From an optimization exercise on the open Yosys and OpenROAD flow, aimed at small area, a short achievable clock period and few clock cycles per item; shortcuts taken in it are not production practice.
In this exercise RTL edits were held to simulation tests only and were not proved equivalent to the original.

## wheel_color_strip_generator_top
module wheel_color_strip_generator_top
(
   input  logic        clock,
   input  logic        reset,
   input  logic        req_tvalid,
   output logic        req_tready,
   input  logic [63:0] req_tdata,    
   output logic        rsp_tvalid,
   input  logic        rsp_tready,
   output logic [31:0] rsp_tdata,    
   output logic        rsp_tlast,    
   input  logic        csr_psel,
   input  logic        csr_penable,
   input  logic        csr_pwrite,
   input  logic [4:0]  csr_paddr,
   input  logic [31:0] csr_pwdata,
   output logic [31:0] csr_prdata,
   output logic        csr_pready
);
For scale: ~300 flip-flops, roughly 180 I/O pins.
Settings: LEC_CHECK=0, CAP_MARGIN=20, CORE_MARGIN=2, CORE_UTILIZATION=55, SLEW_MARGIN=20, SYNTH_MEMORY_MAX_BITS=16384; clock period 22.0 ns.
run.sh (not shown) runs the stock make flow with config.mk's settings and CLKGATE_MAP_FILE= SYNTH_SCRIPT=/design/flow/synth_recipe.tcl, a recipe that flattens the netlist after the stock synthesis.
Testbench counts at the start, summed over its fixed seeds: cycles 19,520, items 3,072.
==> next run, changes <==
- ABC_AREA: default -> 1
After rerunning:
- Now the flow did not get past synthesis

== run A ==
wheel_color_strip_generator_top, a different RTL version from the one above (not shown whole).
Size in the first run: ~4100 cells after synthesis, ~340 flip-flops, roughly 180 I/O pins.
make LEC_CHECK=0 CAP_MARGIN=20 CORE_MARGIN=2 CORE_UTILIZATION=55 CTS_BUF_LIST=sky130_fd_sc_hd__clkbuf_4 SLEW_MARGIN=40 SYNTH_MEMORY_MAX_BITS=16384 finish   # period 22.0 ns
Testbench counts of run A, summed over its fixed seeds: cycles 19,520, items 3,072.
## Diff of input files: run B against run A
Settings: swapping 55 for 65 in CORE_UTILIZATION.
Results
- Compared to run A, run B leaves less free space in the core.
- For register cell area after layout, run B and run A come out practically identical.
- On run B: routed wire length is 1100 µm higher than what run A gave.
- In the reports for run A and run B, the smaller number of antenna violations at the first check in global routing belongs to run B.
- Changes observed in run B relative to run A: delay of the slowest cell on the worst path higher, routed length on met1 lower, met1 global-route usage higher, sequential share of layout area roughly the same.
Input changes introduced in run C (baseline for comparison: run B):
Settings: putting CTS_CLUSTER_SIZE at 30 where nothing was set; swapping 65 for 55 in CORE_UTILIZATION; swapping 40 for 60 in SLEW_MARGIN.
--- outcome ---
- Number of non-clock buffers of run C exceeds that of run B by a little under 10%.
- Run C against run B: post-layout instance count excluding filler cells picked up an extra 171, multi-input gate share of total cell area lost 0.44 points, final instance area picked up an extra 1.1%, area overhead of the layout relative to synthesis picked up an extra 1.2 points.
- Summary of the comparison: final cell utilization of the core is lower in run C, relative to run B.

Setup of job 101:
wheel_color_strip_generator_top, a different RTL version from the one above (not shown whole).
Size: ~270 flip-flops, ~38000 um2 of cells after synthesis.
## wheel_color_strip_generator_top
module wheel_color_strip_generator_top
(
   input  logic        clock,
   input  logic        reset,
   input  logic        req_tvalid,
   output logic        req_tready,
   input  logic [63:0] req_tdata,    
   output logic        rsp_tvalid,
   input  logic        rsp_tready,
   output logic [31:0] rsp_tdata,    
   output logic        rsp_tlast,    
   input  logic        csr_psel,
   input  logic        csr_penable,
   input  logic        csr_pwrite,
   input  logic [4:0]  csr_paddr,
   input  logic [31:0] csr_pwdata,
   output logic [31:0] csr_prdata,
   output logic        csr_pready
);
export LEC_CHECK = 0
export CAP_MARGIN = 20
export CORE_MARGIN = 2
export CORE_UTILIZATION = 40
export SLEW_MARGIN = 20
export SYNTH_MEMORY_MAX_BITS = 16384
create_clock -name core_clock -period 22.0 [get_ports {clock}]
Job 101 was carried through to the last stage, and its layout satisfied the timing, design-rule and antenna checks.
Testbench counts of job 101, summed over its fixed seeds: cycles 19,264, items 3,072.
#### Input delta (job 102 over job 101)
# job 101
export LEC_CHECK = 0
export CAP_MARGIN = 20
export CORE_MARGIN = 2
export CORE_UTILIZATION = 40
export SLEW_MARGIN = 20
export SYNTH_MEMORY_MAX_BITS = 16384
create_clock -name core_clock -period 22.0 [get_ports {clock}]
# job 102
export LEC_CHECK = 0
export ABC_AREA = 1
export CAP_MARGIN = 20
export CORE_MARGIN = 2
export CORE_UTILIZATION = 40
export SLEW_MARGIN = 20
export SYNTH_MEMORY_MAX_BITS = 16384
create_clock -name core_clock -period 22.0 [get_ports {clock}]
Notes after the runs:
- Job 102 was carried through to the last stage, and its layout satisfied the timing, design-rule and antenna checks.
- The multi-input gate count number comes out lower for job 101 vs job 102.
- Compared with job 101, in job 102 met2 capacity usage during global routing went down, post-route standard cell area excluding fillers went down.
- Relative to job 101, number of global-route vias before repair has decreased by 1432 in job 102.
- Clock transition at the registers of the reported paths essentially unchanged between job 102 and job 101.
- On clock insertion delay at the later pin of the skew report, job 101 tracks job 102 almost exactly.
- [compare] base=job 101 new=job 102: width of the chip has decreased, setup slack after layout saw an increase.

wheel_color_strip_generator_top, a different RTL version from the one above (not shown whole).
Size: about 310 flip-flops, ~37000 um2 of cells after synthesis.
clock: 22.0 ns
lec_check: 0
cap_margin: 20
core_margin: 2
core_utilization: 55
cts_buf_list: sky130_fd_sc_hd__clkbuf_4
cts_cluster_size: 30
slew_margin: 60
synth_memory_max_bits: 16384
The first run completed without violations.
Testbench counts at the start, summed over its fixed seeds: cycles 19,520, items 3,072.
Change:
Settings changed: CTS_CLUSTER_SIZE 30 to unset, SLEW_MARGIN 60 to 40.
Effect: Routed wire length fell by about 0.47%; setup slack is about the same; clock-buffer cell count rose by 3; final cell count fell by 0.34%; cell area fell by about 1.3%; core utilization fell by 0.78 points.

Another version of the RTL of wheel_color_strip_generator_top (not shown whole).
For scale: about 4100 cells after synthesis, ~330 flip-flops, roughly 36000 um^2 of cells after synthesis.
Settings: LEC_CHECK=0, CAP_MARGIN=20, CORE_MARGIN=2, CORE_UTILIZATION=55, CTS_BUF_LIST=sky130_fd_sc_hd__clkbuf_8, CTS_CLUSTER_SIZE=30, SLEW_MARGIN=75, SYNTH_MEMORY_MAX_BITS=16384; clock period 22.0 ns.
Testbench counts at the start, summed over its fixed seeds: cycles 19,520, items 3,072.
Edit:
--- a/flow/config.mk
+++ b/flow/config.mk
@@ -10,5 +10,5 @@
 export CORE_UTILIZATION = 55
-export CTS_BUF_LIST = sky130_fd_sc_hd__clkbuf_8
+export CTS_BUF_LIST = sky130_fd_sc_hd__clkbuf_4
 export CTS_CLUSTER_SIZE = 30
-export SLEW_MARGIN = 75
+export SLEW_MARGIN = 90
 export SYNTH_MEMORY_MAX_BITS = 16384
After rerunning: With this change the flow stopped in detailed placement; synthesized cell count is unchanged; synthesized area stays the same.
Edit:
--- a/flow/config.mk
+++ b/flow/config.mk
@@ -12,3 +12,3 @@
 export CTS_CLUSTER_SIZE = 30
-export SLEW_MARGIN = 90
+export SLEW_MARGIN = 50
 export SYNTH_MEMORY_MAX_BITS = 16384
After rerunning: With this change the flow produced a clean layout; area after synthesis stays the same; synthesized cell count does not change.
Edit:
--- a/flow/config.mk
+++ b/flow/config.mk
@@ -12,3 +12,3 @@
 export CTS_CLUSTER_SIZE = 30
-export SLEW_MARGIN = 50
+export SLEW_MARGIN = 60
 export SYNTH_MEMORY_MAX_BITS = 16384
The new run finished with timing, DRC and antenna clean.
Sequential cell count stays the same.
Final area barely changes.
Count of clock-buffer cells in the layout falls by 3.
Register-to-register slack improved by 0.08 ns.
Critical path depth is unchanged.
Edit:
--- a/flow/config.mk
+++ b/flow/config.mk
@@ -9,3 +9,3 @@
 export CORE_MARGIN = 2
-export CORE_UTILIZATION = 55
+export CORE_UTILIZATION = 50
 export CTS_BUF_LIST = sky130_fd_sc_hd__clkbuf_4
The new run ran to the end with no violations.
Via count is higher by 0.31%.
Critical path depth rose by 2.
Setup slack loses 0.41 ns.
Count of clock-buffer cells in the layout rises by 8.
Cell area went up by 0.68%.
Synthesized cell count does not change.
Hold slack improves by 0.024 ns.
Edit:
--- a/flow/config.mk
+++ b/flow/config.mk
@@ -9,4 +9,4 @@
 export CORE_MARGIN = 2
-export CORE_UTILIZATION = 50
-export CTS_BUF_LIST = sky130_fd_sc_hd__clkbuf_4
+export CORE_UTILIZATION = 55
+export CTS_BUF_LIST = sky130_fd_sc_hd__clkbuf_8
 export CTS_CLUSTER_SIZE = 30
The changed run ran to the end with no violations.
Setup slack gains 0.40 ns.
Critical path depth decreases by 2.
Global-route usage increases by 0.75 points.
Cell area decreases slightly.
Maximum frequency increases by a few percent.

wheel_color_strip_generator_top, a different RTL version from the one above (not shown whole).
Size: roughly 300 flip-flops, roughly 0.038 mm^2 of cells after synthesis.
==> flow/design.v (excerpt) <==
module wheel_color_strip_generator_top
(
   input  logic        clock,
   input  logic        reset,
   input  logic        req_tvalid,
   output logic        req_tready,
   input  logic [63:0] req_tdata,    
   output logic        rsp_tvalid,
   input  logic        rsp_tready,
   output logic [31:0] rsp_tdata,    
   output logic        rsp_tlast,    
   input  logic        csr_psel,
   input  logic        csr_penable,
   input  logic        csr_pwrite,
   input  logic [4:0]  csr_paddr,
   input  logic [31:0] csr_pwdata,
   output logic [31:0] csr_prdata,
   output logic        csr_pready
);
Settings: LEC_CHECK=0, CAP_MARGIN=20, CORE_MARGIN=2, CORE_UTILIZATION=55, CTS_BUF_LIST=sky130_fd_sc_hd__clkbuf_2 sky130_fd_sc_hd__clkbuf_4, SLEW_MARGIN=20, SYNTH_MEMORY_MAX_BITS=16384; clock period 22.0 ns.
The starting point completed without violations.
Testbench counts at the start, summed over its fixed seeds: cycles 19,520, items 3,072.
==> next run, changes <==
Settings changed: CTS_BUF_LIST sky130_fd_sc_hd__clkbuf_2 sky130_fd_sc_hd__clkbuf_4 to sky130_fd_sc_hd__clkbuf_4.
Outcome:
- The changed run went through all stages and came out clean
- setup slack stays the same
- die area is unchanged
- final cell count stays the same
- routed wire length does not change
- worst hold slack does not change
- flip-flop and latch count is unchanged

port drivers added, routing unchanged:
The flow's constraints put no driver on any port. The routed layouts listed below were extracted and timed again, unchanged, in two steps. Step 1 assumes that a clkbuf_16 drives the clock port and a buf_2 every other input. Step 2, shift: input delay + t, output delay - t, t = (earliest + latest rising clock arrival at the registers) / 2. This alone moves slack from input paths to output paths. Slacks: no drivers / after step 1 / after step 2; pairs: no drivers / after step 1.
| run | t (ns) | setup WS [ns] | hold slack, ns | worst data-port slew with drivers (ns) | pins driven straight from the clock port |
|---|---|---|---|---|---|
| the first run of note 1 | 0.648 | 10.730 / 10.709 / 10.709 | 0.470 / 0.470 / 0.470 | 0.10 | 1 |
| run A | 0.895 | 10.699 / 10.638 / 10.638 | 0.457 / 0.457 / 0.457 | 0.08 | 1 |
| run B | 0.887 | 10.724 / 10.698 / 10.698 | 0.446 / 0.446 / 0.446 | 0.04 | 1 |
| run C | 0.888 | 11.238 / 11.178 / 11.178 | 0.458 / 0.458 / 0.458 | 0.08 | 1 |
| job 101 | 0.633 | 5.890 / 5.890 / 5.890 | 0.462 / 0.462 / 0.462 | 0.09 | 1 |
| job 102 | 0.629 | 7.506 / 7.506 / 7.506 | 0.474 / 0.474 / 0.474 | 0.08 | 1 |
| the first run of note 4 | 0.904 | 11.075 / 11.052 / 11.052 | 0.442 / 0.442 / 0.442 | 0.07 | 1 |
| the second run of note 4 | 0.874 | 11.073 / 11.050 / 11.050 | 0.444 / 0.444 / 0.444 | 0.07 | 1 |
| the first run of note 5 | 0.752 | 11.455 / 11.419 / 11.419 | 0.416 / 0.416 / 0.416 | 0.08 | 1 |
| the third run of note 5 | 0.903 | 11.195 / 11.151 / 11.151 | 0.418 / 0.418 / 0.418 | 0.08 | 1 |
| the fourth run of note 5 | 0.915 | 11.257 / 11.218 / 11.218 | 0.430 / 0.430 / 0.430 | 0.08 | 1 |
| the fifth run of note 5 | 0.908 | 10.848 / 10.819 / 10.819 | 0.455 / 0.455 / 0.455 | 0.11 | 1 |
| the sixth run of note 5 | 0.751 | 11.250 / 11.210 / 11.210 | 0.427 / 0.427 / 0.427 | 0.08 | 1 |
| the first run of note 6 | 0.887 | 10.697 / 10.676 / 10.676 | 0.452 / 0.452 / 0.452 | 0.11 | 1 |
| the second run of note 6 | 0.887 | 10.697 / 10.676 / 10.676 | 0.452 / 0.452 / 0.452 | 0.11 | 1 |
After both steps every run listed still meets setup and hold. The setup slack of run A, which loses most, moves by -0.061 ns with the drivers and by -0.061 ns with both steps.
